Context: an optimization exercise on an open-source flow, tuned for small area. The choices shown serve that exercise and are no tape-out recipe. Only simulation tests tie the RTL to the original design; equivalence was not proved. No activity file was given, so power comes from the tool's default toggle rates.

==> trial 8 <==
// letc_backend_top
module letc_backend_top (
    input  wire logic        clk,
    input  wire logic        rst_n,
    input  wire logic        m2_valid,
    input  wire logic [1:0]  m2_rd_src,
    input  wire logic [4:0]  m2_rd_idx,
    input  wire logic        m2_rd_we,
    input  wire logic [31:0] m2_alu_result,
    input  wire logic [31:0] m2_mem_rdata,
    input  wire logic [31:0] m2_csr_old_val,
    input  wire logic [11:0] m2_csr_idx,
    input  wire logic        m2_csr_wen,
    input  wire logic [31:0] m2_csr_new_val,
    input  wire logic        m2_sim_exit_req,
    input  wire logic        stall,
    input  wire logic        flush,
    input  wire logic [4:0]  rs1_idx,
    input  wire logic [4:0]  rs2_idx,
    output logic [31:0]      rs1_val,
    output logic [31:0]      rs2_val,
    input  wire logic [11:0] csr_rd_idx,
    output logic [31:0]      csr_rd_val,
    output logic             exit_req
);
    letc_core_backend backend (
        .clk             (clk),
        .rst_n           (rst_n),
        .m2_valid        (m2_valid),
        .m2_rd_src       (m2_rd_src),
        .m2_rd_idx       (m2_rd_idx),
        .m2_rd_we        (m2_rd_we),
        .m2_alu_result   (m2_alu_result),
        .m2_mem_rdata    (m2_mem_rdata),
        .m2_csr_old_val  (m2_csr_old_val),
        .m2_csr_idx      (m2_csr_idx),
        .m2_csr_wen      (m2_csr_wen),
        .m2_csr_new_val  (m2_csr_new_val),
        .m2_sim_exit_req (m2_sim_exit_req),
        .stall           (stall),
        .flush           (flush),
        .rs1_idx         (rs1_idx),
        .rs2_idx         (rs2_idx),
        .rs1_val         (rs1_val),
        .rs2_val         (rs2_val),
  ...
==> module letc_core_rf, before the edit <==
module letc_core_rf (
    input  wire logic        clk,
    input  wire logic        rst_n,
    input  wire logic        we,
    input  wire logic [4:0]  wr_idx,
    input  wire logic [31:0] wr_val_n,
    input  wire logic        byp_we,
    input  wire logic        ra_byp,
    input  wire logic        rb_byp,
    input  wire logic [4:0]  ra_idx,
    output logic [31:0]      ra_val,
    input  wire logic [4:0]  rb_idx,
    output logic [31:0]      rb_val
);
    logic [31:0][31:0] slot_n;
    logic [31:0] ra_sel_n;
    logic [31:0] rb_sel_n;
    logic [31:0] wbus_n;
    assign wbus_n = rst_n ? wr_val_n : 32'hffff_ffff;
    assign slot_n[0] = wr_val_n;
    logic [31:1] ld;
    letc_core_rf_wdec wdec (
        .rst_n (rst_n),
        .we    (we),
        .idx   (wr_idx),
        .ld    (ld)
    );
    for (genvar i = 1; i < 32; i++) begin : g_reg
        always_ff @(posedge clk) begin
            if (ld[i]) begin
                slot_n[i] <= wbus_n;
            end
        end
    end
    logic [31:1] shadow_n;
    letc_core_rf_bdec bdec (
        .we       (byp_we),
        .idx      (wr_idx),
        .shadow_n (shadow_n)
    );
    letc_core_rf_rdec rdec_a (
        .byp      (ra_byp),
        .shadow_n (shadow_n),
        .idx      (ra_idx),
        .sel_n    (ra_sel_n)
    );
    letc_core_rf_rdec rdec_b (
        .byp      (rb_byp),
        .shadow_n (shadow_n),
        .idx      (rb_idx),
        .sel_n    (rb_sel_n)
    );
    letc_core_rf_rdmux rdmux_a (
        .sel_n  (ra_sel_n),
        .data_n (slot_n),
        .val    (ra_val)
    );
    letc_core_rf_rdmux rdmux_b (
        .sel_n  (rb_sel_n),
        .data_n (slot_n),
        .val    (rb_val)
    );
endmodule
==> module letc_core_rf_bdec, before the edit <==
module letc_core_rf_bdec (
    input  wire logic       we,
    input  wire logic [4:0] idx,
    output logic [31:1]     shadow_n
);
    always_comb begin
        for (int i = 1; i < 32; i++) begin
            shadow_n[i] = !(we && idx == i);
        end
    end
endmodule
==> module letc_core_rf_rdec, before the edit <==
module letc_core_rf_rdec (
    input  wire logic       byp,
    input  wire logic [31:1] shadow_n,
    input  wire logic [4:0] idx,
    output logic [31:0]     sel_n
);
    always_comb begin
        sel_n[0] = !byp;
        for (int i = 1; i < 32; i++) begin
            sel_n[i] = !(shadow_n[i] && idx == i);
        end
    end
endmodule
==> module letc_core_backend, before the edit <==
module letc_core_backend (
    input  wire logic        clk,
    input  wire logic        rst_n,
    input  wire logic        m2_valid,
    input  wire logic [1:0]  m2_rd_src,
    input  wire logic [4:0]  m2_rd_idx,
    input  wire logic        m2_rd_we,
    input  wire logic [31:0] m2_alu_result,
    input  wire logic [31:0] m2_mem_rdata,
    input  wire logic [31:0] m2_csr_old_val,
    input  wire logic [11:0] m2_csr_idx,
    input  wire logic        m2_csr_wen,
    input  wire logic [31:0] m2_csr_new_val,
    input  wire logic        m2_sim_exit_req,
    input  wire logic        stall,
    input  wire logic        flush,
    input  wire logic [4:0]  rs1_idx,
    input  wire logic [4:0]  rs2_idx,
    output logic [31:0]      rs1_val,
    output logic [31:0]      rs2_val,
    input  wire logic [11:0] csr_rd_idx,
    output logic [31:0]      csr_rd_val,
    output logic             exit_req
);
    logic        commit;
    logic        rd_wv;
    logic [4:0]  rd_idx;
    logic [31:0] rd_val_n;
    logic [3:0]  csr_wv;
    logic [31:0] csr_wdata;
    logic        rs1_hit;
    logic        rs2_hit;
    letc_core_stage_writeback stage_writeback (
        .clk             (clk),
        .rst_n           (rst_n),
        .stall           (stall),
        .flush           (flush),
        .m2_valid        (m2_valid),
        .m2_rd_src       (m2_rd_src),
        .m2_rd_idx       (m2_rd_idx),
        .m2_rd_we        (m2_rd_we),
        .m2_alu_result   (m2_alu_result),
        .m2_mem_rdata    (m2_mem_rdata),
        .m2_csr_old_val  (m2_csr_old_val),
        .m2_csr_idx      (m2_csr_idx),
        .m2_csr_wen      (m2_csr_wen),
        .m2_csr_new_val  (m2_csr_new_val),
        .m2_sim_exit_req (m2_sim_exit_req),
        .commit          (commit),
        .rd_wv           (rd_wv),
        .rd_idx          (rd_idx),
        .rd_val_n        (rd_val_n),
        .csr_wv          (csr_wv),
        .csr_wdata       (csr_wdata),
        .exit_req        (exit_req)
    );
    letc_core_forwarder forwarder (
        .rd_wv   (rd_wv),
        .rd_idx  (rd_idx),
        .rs1_idx (rs1_idx),
        .rs2_idx (rs2_idx),
        .rs1_hit (rs1_hit),
        .rs2_hit (rs2_hit)
    );
    letc_core_rf rf (
        .clk    (clk),
        .rst_n  (rst_n),
        .we     (commit && rd_wv),
        .wr_idx (rd_idx),
        .wr_val_n (rd_val_n),
        .byp_we (rd_wv),
        .ra_byp (rs1_hit),
        .rb_byp (rs2_hit),
        .ra_idx (rs1_idx),
        .ra_val (rs1_val),
        .rb_idx (rs2_idx),
        .rb_val (rs2_val)
    );
    letc_core_csrf csrf (
        .clk    (clk),
        .rst_n  (rst_n),
        .commit (commit),
        .wv     (csr_wv),
        .wdata  (csr_wdata),
        .rd_idx (csr_rd_idx),
        .rd_val (csr_rd_val)
    );
endmodule
==> flow/config.mk <==
export PLATFORM = sky130hd
export DESIGN_NAME = letc_backend_top
export DESIGN_NICKNAME = letc_backend_top
export VERILOG_FILES = /design/flow/design.v
export SDC_FILE = /design/flow/constraint.sdc
export NUM_CORES = 4
export LEC_CHECK = 0
export CAP_MARGIN = 20
export CORE_MARGIN = 2
export CORE_UTILIZATION = 70
export PLACE_DENSITY = 0.8
export SLEW_MARGIN = 20
==> flow/constraint.sdc <==
create_clock -name core_clock -period 7.0 [get_ports {clk}]
set_input_delay 1.4000 -clock core_clock [delete_from_list [all_inputs] [get_ports {clk}]]
set_output_delay 1.4000 -clock core_clock [all_outputs]
set_load 0.01 [all_outputs]
standard.sh (not shown) runs the stock make flow with config.mk's settings and CLKGATE_MAP_FILE= SYNTH_SCRIPT=/design/flow/synth_recipe.tcl, a recipe that flattens the netlist after the stock synthesis.
==> flow/flow/run.sh <==
#!/bin/bash
# own layout flow:
#  1. the read multiplexers of the register file are mapped by hand
#     (gen_rdmux.py), the rest goes through the standard synthesis script
#     with an area-oriented abc script; registers are untouched
#  2. the standard layout steps, with small port buffers and a lean clock tree
set -euo pipefail
W="$(cd "$(dirname "${BASH_SOURCE[0]}")/.." && pwd)"
cd "$W"

python3 "$W/flow/gen_rdmux.py" "$W/design.v" "$W/design_mapped.v" > "$W/gen_rdmux.log" 2>&1

export MY_ABC_SCRIPT="$W/flow/area.abc"
export FLOW_SYNTH_TCL="$W/synth_recipe.tcl"

make -C "$FLOW_HOME" DESIGN_CONFIG="$W/config.mk" WORK_HOME="$W/orfs" CLKGATE_MAP_FILE= \
  SYNTH_SCRIPT="$W/flow/synth.tcl" VERILOG_FILES="$W/design_mapped.v" synth > "$W/synth.log" 2>&1

if [[ -n "${MY_SYNTH_ONLY:-}" ]]; then exit 0; fi

bash "$W/standard.sh" \
  "BUFFER_PORTS_ARGS=-buffer_cell sky130_fd_sc_hd__buf_1" \
  "GPL_KEEP_OVERFLOW=0" \
  "CTS_ARGS=-sink_clustering_enable -repair_clock_nets -dont_use_dummy_load -buf_list sky130_fd_sc_hd__clkbuf_16 -sink_clustering_size 28 -sink_clustering_max_diameter 90" \
  finish > "$W/layout.log" 2>&1
==> flow/flow/gen_rdmux.py <==
#!/usr/bin/env python3
"""Replace the bodies of the register file's read multiplexer and its read and
write decoders in a design file with hand-mapped sky130hd netlists. Ports and
functions stay exactly those of the RTL modules.
usage: gen_rdmux.py IN.v OUT.v"""
import re
import sys

P = "sky130_fd_sc_hd__"


def cell(typ, name, **pins):
    conn = ", ".join(f".{p}({n})" for p, n in pins.items())
    return f"  {P}{typ} {name} ({conn});"


def rdmux():
    # per output bit: 16 o22ai (two one-hot terms each, select and data
    # active low) -> 4 nor4 -> nand4
    L = ["module letc_core_rf_rdmux (sel_n, data_n, val);",
         "  input wire [31:0] sel_n;",
         "  input wire [1023:0] data_n;",
         "  output wire [31:0] val;"]
    for b in range(32):
        L.append(f"  wire [15:0] p{b};")
        L.append(f"  wire [3:0] q{b};")
        for k in range(16):
            i, j = 2 * k, 2 * k + 1
            L.append(cell("o22ai_1", f"o_{b}_{k}", A1=f"sel_n[{i}]", A2=f"data_n[{i*32+b}]",
                          B1=f"sel_n[{j}]", B2=f"data_n[{j*32+b}]", Y=f"p{b}[{k}]"))
        for g in range(4):
            L.append(cell("nor4_1", f"r_{b}_{g}", A=f"p{b}[{4*g}]", B=f"p{b}[{4*g+1}]",
                          C=f"p{b}[{4*g+2}]", D=f"p{b}[{4*g+3}]", Y=f"q{b}[{g}]"))
        L.append(cell("nand4_1", f"n_{b}", A=f"q{b}[0]", B=f"q{b}[1]", C=f"q{b}[2]",
                      D=f"q{b}[3]", Y=f"val[{b}]"))
    L.append("endmodule")
    return "\n".join(L)


def lit(bit, val, pos, neg):
    return pos if val else neg


def wdec():
    # ld[i] = !rst_n | (we & idx == i): and3 predecodes, a21oi, strong inverter
    L = ["module letc_core_rf_wdec (rst_n, we, idx, ld);",
         "  input wire rst_n;",
         "  input wire we;",
         "  input wire [4:0] idx;",
         "  output wire [31:1] ld;",
         "  wire [4:0] idx_n;",
         "  wire rst;",
         "  wire [3:0] hi;",
         "  wire [7:0] lo;",
         "  wire [31:1] ld_n;"]
    for k in range(5):
        L.append(cell("inv_1", f"ii_{k}", A=f"idx[{k}]", Y=f"idx_n[{k}]"))
    L.append(cell("inv_2", "irst", A="rst_n", Y="rst"))
    for j in range(4):
        L.append(cell("and3_1", f"hi_{j}", A="we",
                      B=f"idx[4]" if j & 2 else f"idx_n[4]",
                      C=f"idx[3]" if j & 1 else f"idx_n[3]", X=f"hi[{j}]"))
    for k in range(8):
        L.append(cell("and3_1", f"lo_{k}",
                      A=f"idx[2]" if k & 4 else f"idx_n[2]",
                      B=f"idx[1]" if k & 2 else f"idx_n[1]",
                      C=f"idx[0]" if k & 1 else f"idx_n[0]", X=f"lo[{k}]"))
    for i in range(1, 32):
        L.append(cell("a21oi_1", f"d_{i}", A1=f"hi[{i >> 3}]", A2=f"lo[{i & 7}]", B1="rst",
                      Y=f"ld_n[{i}]"))
        L.append(cell("inv_2", f"b_{i}", A=f"ld_n[{i}]", Y=f"ld[{i}]"))
    L.append("endmodule")
    return "\n".join(L)


def rdec():
    # sel_n[0] = !byp; sel_n[i] = !(shadow_n[i] & idx == i): and2/and3
    # predecodes of idx, nand3 with the early shadow flag
    L = ["module letc_core_rf_rdec (byp, shadow_n, idx, sel_n);",
         "  input wire byp;",
         "  input wire [31:1] shadow_n;",
         "  input wire [4:0] idx;",
         "  output wire [31:0] sel_n;",
         "  wire [4:0] idx_n;",
         "  wire [3:0] hi;",
         "  wire [7:0] lo;"]
    for k in range(5):
        L.append(cell("inv_1", f"ii_{k}", A=f"idx[{k}]", Y=f"idx_n[{k}]"))
    L.append(cell("inv_2", "ib0", A="byp", Y="sel_n[0]"))
    for j in range(4):
        L.append(cell("and2_1", f"hi_{j}",
                      A=f"idx[4]" if j & 2 else f"idx_n[4]",
                      B=f"idx[3]" if j & 1 else f"idx_n[3]", X=f"hi[{j}]"))
    for k in range(8):
        L.append(cell("and3_1", f"lo_{k}",
                      A=f"idx[2]" if k & 4 else f"idx_n[2]",
                      B=f"idx[1]" if k & 2 else f"idx_n[1]",
                      C=f"idx[0]" if k & 1 else f"idx_n[0]", X=f"lo[{k}]"))
    for i in range(1, 32):
        L.append(cell("nand3_2", f"s_{i}", A=f"hi[{i >> 3}]", B=f"lo[{i & 7}]",
                      C=f"shadow_n[{i}]", Y=f"sel_n[{i}]"))
    L.append("endmodule")
    return "\n".join(L)


def bdec():
    # shadow_n[i] = !(we & idx == i): and3/and3 predecodes, nand2
    L = ["module letc_core_rf_bdec (we, idx, shadow_n);",
         "  input wire we;",
         "  input wire [4:0] idx;",
         "  output wire [31:1] shadow_n;",
         "  wire [4:0] idx_n;",
         "  wire [3:0] hi;",
         "  wire [7:0] lo;"]
    for k in range(5):
        L.append(cell("inv_1", f"ii_{k}", A=f"idx[{k}]", Y=f"idx_n[{k}]"))
    for j in range(4):
        L.append(cell("and3_1", f"hi_{j}", A="we",
                      B=f"idx[4]" if j & 2 else f"idx_n[4]",
                      C=f"idx[3]" if j & 1 else f"idx_n[3]", X=f"hi[{j}]"))
    for k in range(8):
        L.append(cell("and3_1", f"lo_{k}",
                      A=f"idx[2]" if k & 4 else f"idx_n[2]",
                      B=f"idx[1]" if k & 2 else f"idx_n[1]",
                      C=f"idx[0]" if k & 1 else f"idx_n[0]", X=f"lo[{k}]"))
    for i in range(1, 32):
        L.append(cell("nand2_1", f"s_{i}", A=f"hi[{i >> 3}]", B=f"lo[{i & 7}]",
                      Y=f"shadow_n[{i}]"))
    L.append("endmodule")
    return "\n".join(L)


src = open(sys.argv[1]).read()
for name, gen in (("letc_core_rf_rdmux", rdmux), ("letc_core_rf_wdec", wdec),
                  ("letc_core_rf_rdec", rdec), ("letc_core_rf_bdec", bdec)):
    m = re.search(r"module\s+" + name + r"\b.*?endmodule", src, re.S)
    if not m:
        sys.exit(name + " not found")
    src = src[:m.start()] + gen() + src[m.end():]
open(sys.argv[2], "w").write(src)
Other scripts of this flow, unchanged in this note and not shown: flow/flow/area.abc, flow/flow/synth.tcl
==> inputs of build 2, as changes to trial 8 <==
--- a/flow/design.v
+++ b/flow/design.v
@@ -116,3 +116,2 @@
     input  wire logic [31:0] wr_val_n,
-    input  wire logic        byp_we,
     input  wire logic        ra_byp,
@@ -144,19 +143,11 @@
     end
-    logic [31:1] shadow_n;
-    letc_core_rf_bdec bdec (
-        .we       (byp_we),
-        .idx      (wr_idx),
-        .shadow_n (shadow_n)
-    );
     letc_core_rf_rdec rdec_a (
-        .byp      (ra_byp),
-        .shadow_n (shadow_n),
-        .idx      (ra_idx),
-        .sel_n    (ra_sel_n)
+        .byp   (ra_byp),
+        .idx   (ra_idx),
+        .sel_n (ra_sel_n)
     );
     letc_core_rf_rdec rdec_b (
-        .byp      (rb_byp),
-        .shadow_n (shadow_n),
-        .idx      (rb_idx),
-        .sel_n    (rb_sel_n)
+        .byp   (rb_byp),
+        .idx   (rb_idx),
+        .sel_n (rb_sel_n)
     );
@@ -185,16 +176,4 @@
 endmodule
-module letc_core_rf_bdec (
-    input  wire logic       we,
-    input  wire logic [4:0] idx,
-    output logic [31:1]     shadow_n
-);
-    always_comb begin
-        for (int i = 1; i < 32; i++) begin
-            shadow_n[i] = !(we && idx == i);
-        end
-    end
-endmodule
 module letc_core_rf_rdec (
     input  wire logic       byp,
-    input  wire logic [31:1] shadow_n,
     input  wire logic [4:0] idx,
@@ -205,3 +184,3 @@
         for (int i = 1; i < 32; i++) begin
-            sel_n[i] = !(shadow_n[i] && idx == i);
+            sel_n[i] = !(!byp && idx == i);
         end
@@ -342,3 +321,2 @@
         .wr_val_n (rd_val_n),
-        .byp_we (rd_wv),
         .ra_byp (rs1_hit),
--- a/flow/flow/run.sh
+++ b/flow/flow/run.sh
@@ -22,3 +22,2 @@
   "BUFFER_PORTS_ARGS=-buffer_cell sky130_fd_sc_hd__buf_1" \
-  "GPL_KEEP_OVERFLOW=0" \
   "CTS_ARGS=-sink_clustering_enable -repair_clock_nets -dont_use_dummy_load -buf_list sky130_fd_sc_hd__clkbuf_16 -sink_clustering_size 28 -sink_clustering_max_diameter 90" \
--- a/flow/flow/gen_rdmux.py
+++ b/flow/flow/gen_rdmux.py
@@ -76,7 +76,5 @@
 def rdec():
-    # sel_n[0] = !byp; sel_n[i] = !(shadow_n[i] & idx == i): and2/and3
-    # predecodes of idx, nand3 with the early shadow flag
-    L = ["module letc_core_rf_rdec (byp, shadow_n, idx, sel_n);",
+    # sel_n[0] = !byp; sel_n[i] = !(!byp & idx == i): and3 predecodes, nand2
+    L = ["module letc_core_rf_rdec (byp, idx, sel_n);",
          "  input wire byp;",
-         "  input wire [31:1] shadow_n;",
          "  input wire [4:0] idx;",
@@ -84,2 +82,3 @@
          "  wire [4:0] idx_n;",
+         "  wire nbyp;",
          "  wire [3:0] hi;",
@@ -89,31 +88,5 @@
     L.append(cell("inv_2", "ib0", A="byp", Y="sel_n[0]"))
+    L.append(cell("inv_1", "ib1", A="byp", Y="nbyp"))
     for j in range(4):
-        L.append(cell("and2_1", f"hi_{j}",
-                      A=f"idx[4]" if j & 2 else f"idx_n[4]",
-                      B=f"idx[3]" if j & 1 else f"idx_n[3]", X=f"hi[{j}]"))
-    for k in range(8):
-        L.append(cell("and3_1", f"lo_{k}",
-                      A=f"idx[2]" if k & 4 else f"idx_n[2]",
-                      B=f"idx[1]" if k & 2 else f"idx_n[1]",
-                      C=f"idx[0]" if k & 1 else f"idx_n[0]", X=f"lo[{k}]"))
-    for i in range(1, 32):
-        L.append(cell("nand3_2", f"s_{i}", A=f"hi[{i >> 3}]", B=f"lo[{i & 7}]",
-                      C=f"shadow_n[{i}]", Y=f"sel_n[{i}]"))
-    L.append("endmodule")
-    return "\n".join(L)
-
-
-def bdec():
-    # shadow_n[i] = !(we & idx == i): and3/and3 predecodes, nand2
-    L = ["module letc_core_rf_bdec (we, idx, shadow_n);",
-         "  input wire we;",
-         "  input wire [4:0] idx;",
-         "  output wire [31:1] shadow_n;",
-         "  wire [4:0] idx_n;",
-         "  wire [3:0] hi;",
-         "  wire [7:0] lo;"]
-    for k in range(5):
-        L.append(cell("inv_1", f"ii_{k}", A=f"idx[{k}]", Y=f"idx_n[{k}]"))
-    for j in range(4):
-        L.append(cell("and3_1", f"hi_{j}", A="we",
+        L.append(cell("and3_1", f"hi_{j}", A="nbyp",
                       B=f"idx[4]" if j & 2 else f"idx_n[4]",
@@ -126,4 +99,3 @@
     for i in range(1, 32):
-        L.append(cell("nand2_1", f"s_{i}", A=f"hi[{i >> 3}]", B=f"lo[{i & 7}]",
-                      Y=f"shadow_n[{i}]"))
+        L.append(cell("nand2_2", f"s_{i}", A=f"hi[{i >> 3}]", B=f"lo[{i & 7}]", Y=f"sel_n[{i}]"))
     L.append("endmodule")
@@ -134,3 +106,3 @@
 for name, gen in (("letc_core_rf_rdmux", rdmux), ("letc_core_rf_wdec", wdec),
-                  ("letc_core_rf_rdec", rdec), ("letc_core_rf_bdec", bdec)):
+                  ("letc_core_rf_rdec", rdec)):
     m = re.search(r"module\s+" + name + r"\b.*?endmodule", src, re.S)
CAP_MARGIN = 5   (was 20)
CORE_UTILIZATION = 55   (was 70)
PLACE_DENSITY = unset   (was 0.8)
SLEW_MARGIN = 5   (was 20)
==> inputs of build 63, as changes to trial 8 <==
--- a/flow/design.v
+++ b/flow/design.v
@@ -116,3 +116,2 @@
     input  wire logic [31:0] wr_val_n,
-    input  wire logic        byp_we,
     input  wire logic        ra_byp,
@@ -144,19 +143,11 @@
     end
-    logic [31:1] shadow_n;
-    letc_core_rf_bdec bdec (
-        .we       (byp_we),
-        .idx      (wr_idx),
-        .shadow_n (shadow_n)
-    );
     letc_core_rf_rdec rdec_a (
-        .byp      (ra_byp),
-        .shadow_n (shadow_n),
-        .idx      (ra_idx),
-        .sel_n    (ra_sel_n)
+        .byp   (ra_byp),
+        .idx   (ra_idx),
+        .sel_n (ra_sel_n)
     );
     letc_core_rf_rdec rdec_b (
-        .byp      (rb_byp),
-        .shadow_n (shadow_n),
-        .idx      (rb_idx),
-        .sel_n    (rb_sel_n)
+        .byp   (rb_byp),
+        .idx   (rb_idx),
+        .sel_n (rb_sel_n)
     );
@@ -185,16 +176,4 @@
 endmodule
-module letc_core_rf_bdec (
-    input  wire logic       we,
-    input  wire logic [4:0] idx,
-    output logic [31:1]     shadow_n
-);
-    always_comb begin
-        for (int i = 1; i < 32; i++) begin
-            shadow_n[i] = !(we && idx == i);
-        end
-    end
-endmodule
 module letc_core_rf_rdec (
     input  wire logic       byp,
-    input  wire logic [31:1] shadow_n,
     input  wire logic [4:0] idx,
@@ -205,3 +184,3 @@
         for (int i = 1; i < 32; i++) begin
-            sel_n[i] = !(shadow_n[i] && idx == i);
+            sel_n[i] = !(!byp && idx == i);
         end
@@ -342,3 +321,2 @@
         .wr_val_n (rd_val_n),
-        .byp_we (rd_wv),
         .ra_byp (rs1_hit),
--- a/flow/flow/run.sh
+++ b/flow/flow/run.sh
@@ -22,3 +22,2 @@
   "BUFFER_PORTS_ARGS=-buffer_cell sky130_fd_sc_hd__buf_1" \
-  "GPL_KEEP_OVERFLOW=0" \
   "CTS_ARGS=-sink_clustering_enable -repair_clock_nets -dont_use_dummy_load -buf_list sky130_fd_sc_hd__clkbuf_16 -sink_clustering_size 28 -sink_clustering_max_diameter 90" \
--- a/flow/flow/gen_rdmux.py
+++ b/flow/flow/gen_rdmux.py
@@ -76,7 +76,5 @@
 def rdec():
-    # sel_n[0] = !byp; sel_n[i] = !(shadow_n[i] & idx == i): and2/and3
-    # predecodes of idx, nand3 with the early shadow flag
-    L = ["module letc_core_rf_rdec (byp, shadow_n, idx, sel_n);",
+    # sel_n[0] = !byp; sel_n[i] = !(!byp & idx == i): and3 predecodes, nand2
+    L = ["module letc_core_rf_rdec (byp, idx, sel_n);",
          "  input wire byp;",
-         "  input wire [31:1] shadow_n;",
          "  input wire [4:0] idx;",
@@ -84,2 +82,3 @@
          "  wire [4:0] idx_n;",
+         "  wire nbyp;",
          "  wire [3:0] hi;",
@@ -89,31 +88,5 @@
     L.append(cell("inv_2", "ib0", A="byp", Y="sel_n[0]"))
+    L.append(cell("inv_1", "ib1", A="byp", Y="nbyp"))
     for j in range(4):
-        L.append(cell("and2_1", f"hi_{j}",
-                      A=f"idx[4]" if j & 2 else f"idx_n[4]",
-                      B=f"idx[3]" if j & 1 else f"idx_n[3]", X=f"hi[{j}]"))
-    for k in range(8):
-        L.append(cell("and3_1", f"lo_{k}",
-                      A=f"idx[2]" if k & 4 else f"idx_n[2]",
-                      B=f"idx[1]" if k & 2 else f"idx_n[1]",
-                      C=f"idx[0]" if k & 1 else f"idx_n[0]", X=f"lo[{k}]"))
-    for i in range(1, 32):
-        L.append(cell("nand3_2", f"s_{i}", A=f"hi[{i >> 3}]", B=f"lo[{i & 7}]",
-                      C=f"shadow_n[{i}]", Y=f"sel_n[{i}]"))
-    L.append("endmodule")
-    return "\n".join(L)
-
-
-def bdec():
-    # shadow_n[i] = !(we & idx == i): and3/and3 predecodes, nand2
-    L = ["module letc_core_rf_bdec (we, idx, shadow_n);",
-         "  input wire we;",
-         "  input wire [4:0] idx;",
-         "  output wire [31:1] shadow_n;",
-         "  wire [4:0] idx_n;",
-         "  wire [3:0] hi;",
-         "  wire [7:0] lo;"]
-    for k in range(5):
-        L.append(cell("inv_1", f"ii_{k}", A=f"idx[{k}]", Y=f"idx_n[{k}]"))
-    for j in range(4):
-        L.append(cell("and3_1", f"hi_{j}", A="we",
+        L.append(cell("and3_1", f"hi_{j}", A="nbyp",
                       B=f"idx[4]" if j & 2 else f"idx_n[4]",
@@ -126,4 +99,3 @@
     for i in range(1, 32):
-        L.append(cell("nand2_1", f"s_{i}", A=f"hi[{i >> 3}]", B=f"lo[{i & 7}]",
-                      Y=f"shadow_n[{i}]"))
+        L.append(cell("nand2_2", f"s_{i}", A=f"hi[{i >> 3}]", B=f"lo[{i & 7}]", Y=f"sel_n[{i}]"))
     L.append("endmodule")
@@ -134,3 +106,3 @@
 for name, gen in (("letc_core_rf_rdmux", rdmux), ("letc_core_rf_wdec", wdec),
-                  ("letc_core_rf_rdec", rdec), ("letc_core_rf_bdec", bdec)):
+                  ("letc_core_rf_rdec", rdec)):
     m = re.search(r"module\s+" + name + r"\b.*?endmodule", src, re.S)
CAP_MARGIN = 5   (was 20)
GPL_TIMING_DRIVEN = 0   (was unset)
SLEW_MARGIN = 5   (was 20)
==> comparison table <==
metric                                                                                   trial 8                  build 2                                                               build 63
Result of the run                                                       timing/DRC/antenna clean  timing/DRC/antenna clean                                               finished with violations
Reasons for failing layout checks                                                              -                        -  max-capacitance violations, max-slew violations, negative setup slack
Net switching power                                                                      3.20 mW                  3.15 mW                                                                3.12 mW
Setup Skew                                                                               68.9 ps                  41.0 ps                                                                51.4 ps
Net count of the mapped netlist                                                             3320                     3271                                                                   3271
Number of global-route vias before repair                                                  36.0k                    34.5k                                                                  35.7k
Initial Util                                                                               70.9%                    55.4%                                                                  70.5%
Critical path's slowest cell                                             sky130_fd_sc_hd__nor4_1  sky130_fd_sc_hd__nor4_1                                               sky130_fd_sc_hd__nand2_2
Fraction of area in multi-input gates                                                      22.2%                    21.2%                                                                  21.9%
Final worst-path setup slack                                                              824 ps                   535 ps                                                               -28.1 ps
# Taps                                                                                       873                     1144                                                                    873
Violation count after the first detailed-route iteration                                    9002                     6446                                                                   8730
Placement-stage worst setup slack                                                        1260 ps                   697 ps                                                                 407 ps
Worst ir drop on vdd                                                                    0.234 mV                 0.242 mV                                                               0.265 mV
Detailed-route wire length on metal 1                                                    51.9 mm                  62.7 mm                                                                49.0 mm
Wire length of the first global-routing pass                                              238 mm                   243 mm                                                                 231 mm
Critical path startpoint                                                              rs2_idx[3]               rs2_idx[2]                                                             rs1_idx[2]
Weighted congestion reported at the end of routability-driven placement                    0.906                    0.992                                                                  0.953
Wire length per cell after detailed routing                                              38.9 um                  37.0 um                                                                38.4 um
Simple-gate share of the synthesized area                                                  7.61%                    7.70%                                                                  7.70%
Cell Area, Synth                                                                       47700 um2                47200 um2                                                              47200 um2
Design Area, Final                                                                     52200 um2                52600 um2                                                              50800 um2
Post-route setup TNS                                                                        0 ps                     0 ps                                                               -28.1 ps

-- static timing again, ports no longer ideal --
The flow's constraints put no driver on any port. The routed layouts listed below were extracted and timed again, unchanged, in two steps.
Step 1 sets driving cells, clkbuf_16 on the clock port and buf_2 on the other inputs (assumed; they add their load-dependent delay and slew).
Step 2, shift: input delay + t, output delay - t, t = (earliest + latest rising clock arrival at the registers) / 2. This alone moves slack from input paths to output paths.
Three values: no drivers, after step 1, after step 2; two values: the first two.
run	t (ns)	slack for setup (ns)	worst register clock-pin slew, ns
trial 8	0.728	0.824 / 0.729 / 0.729	0.11 / 0.11
build 2	0.713	0.535 / 0.509 / 0.509	0.11 / 0.11
build 63	0.714	-0.028 / -0.075 / -0.075	0.11 / 0.11
The setup slack of trial 8, which loses most, moves by -0.095 ns with the drivers and by -0.095 ns with both steps.
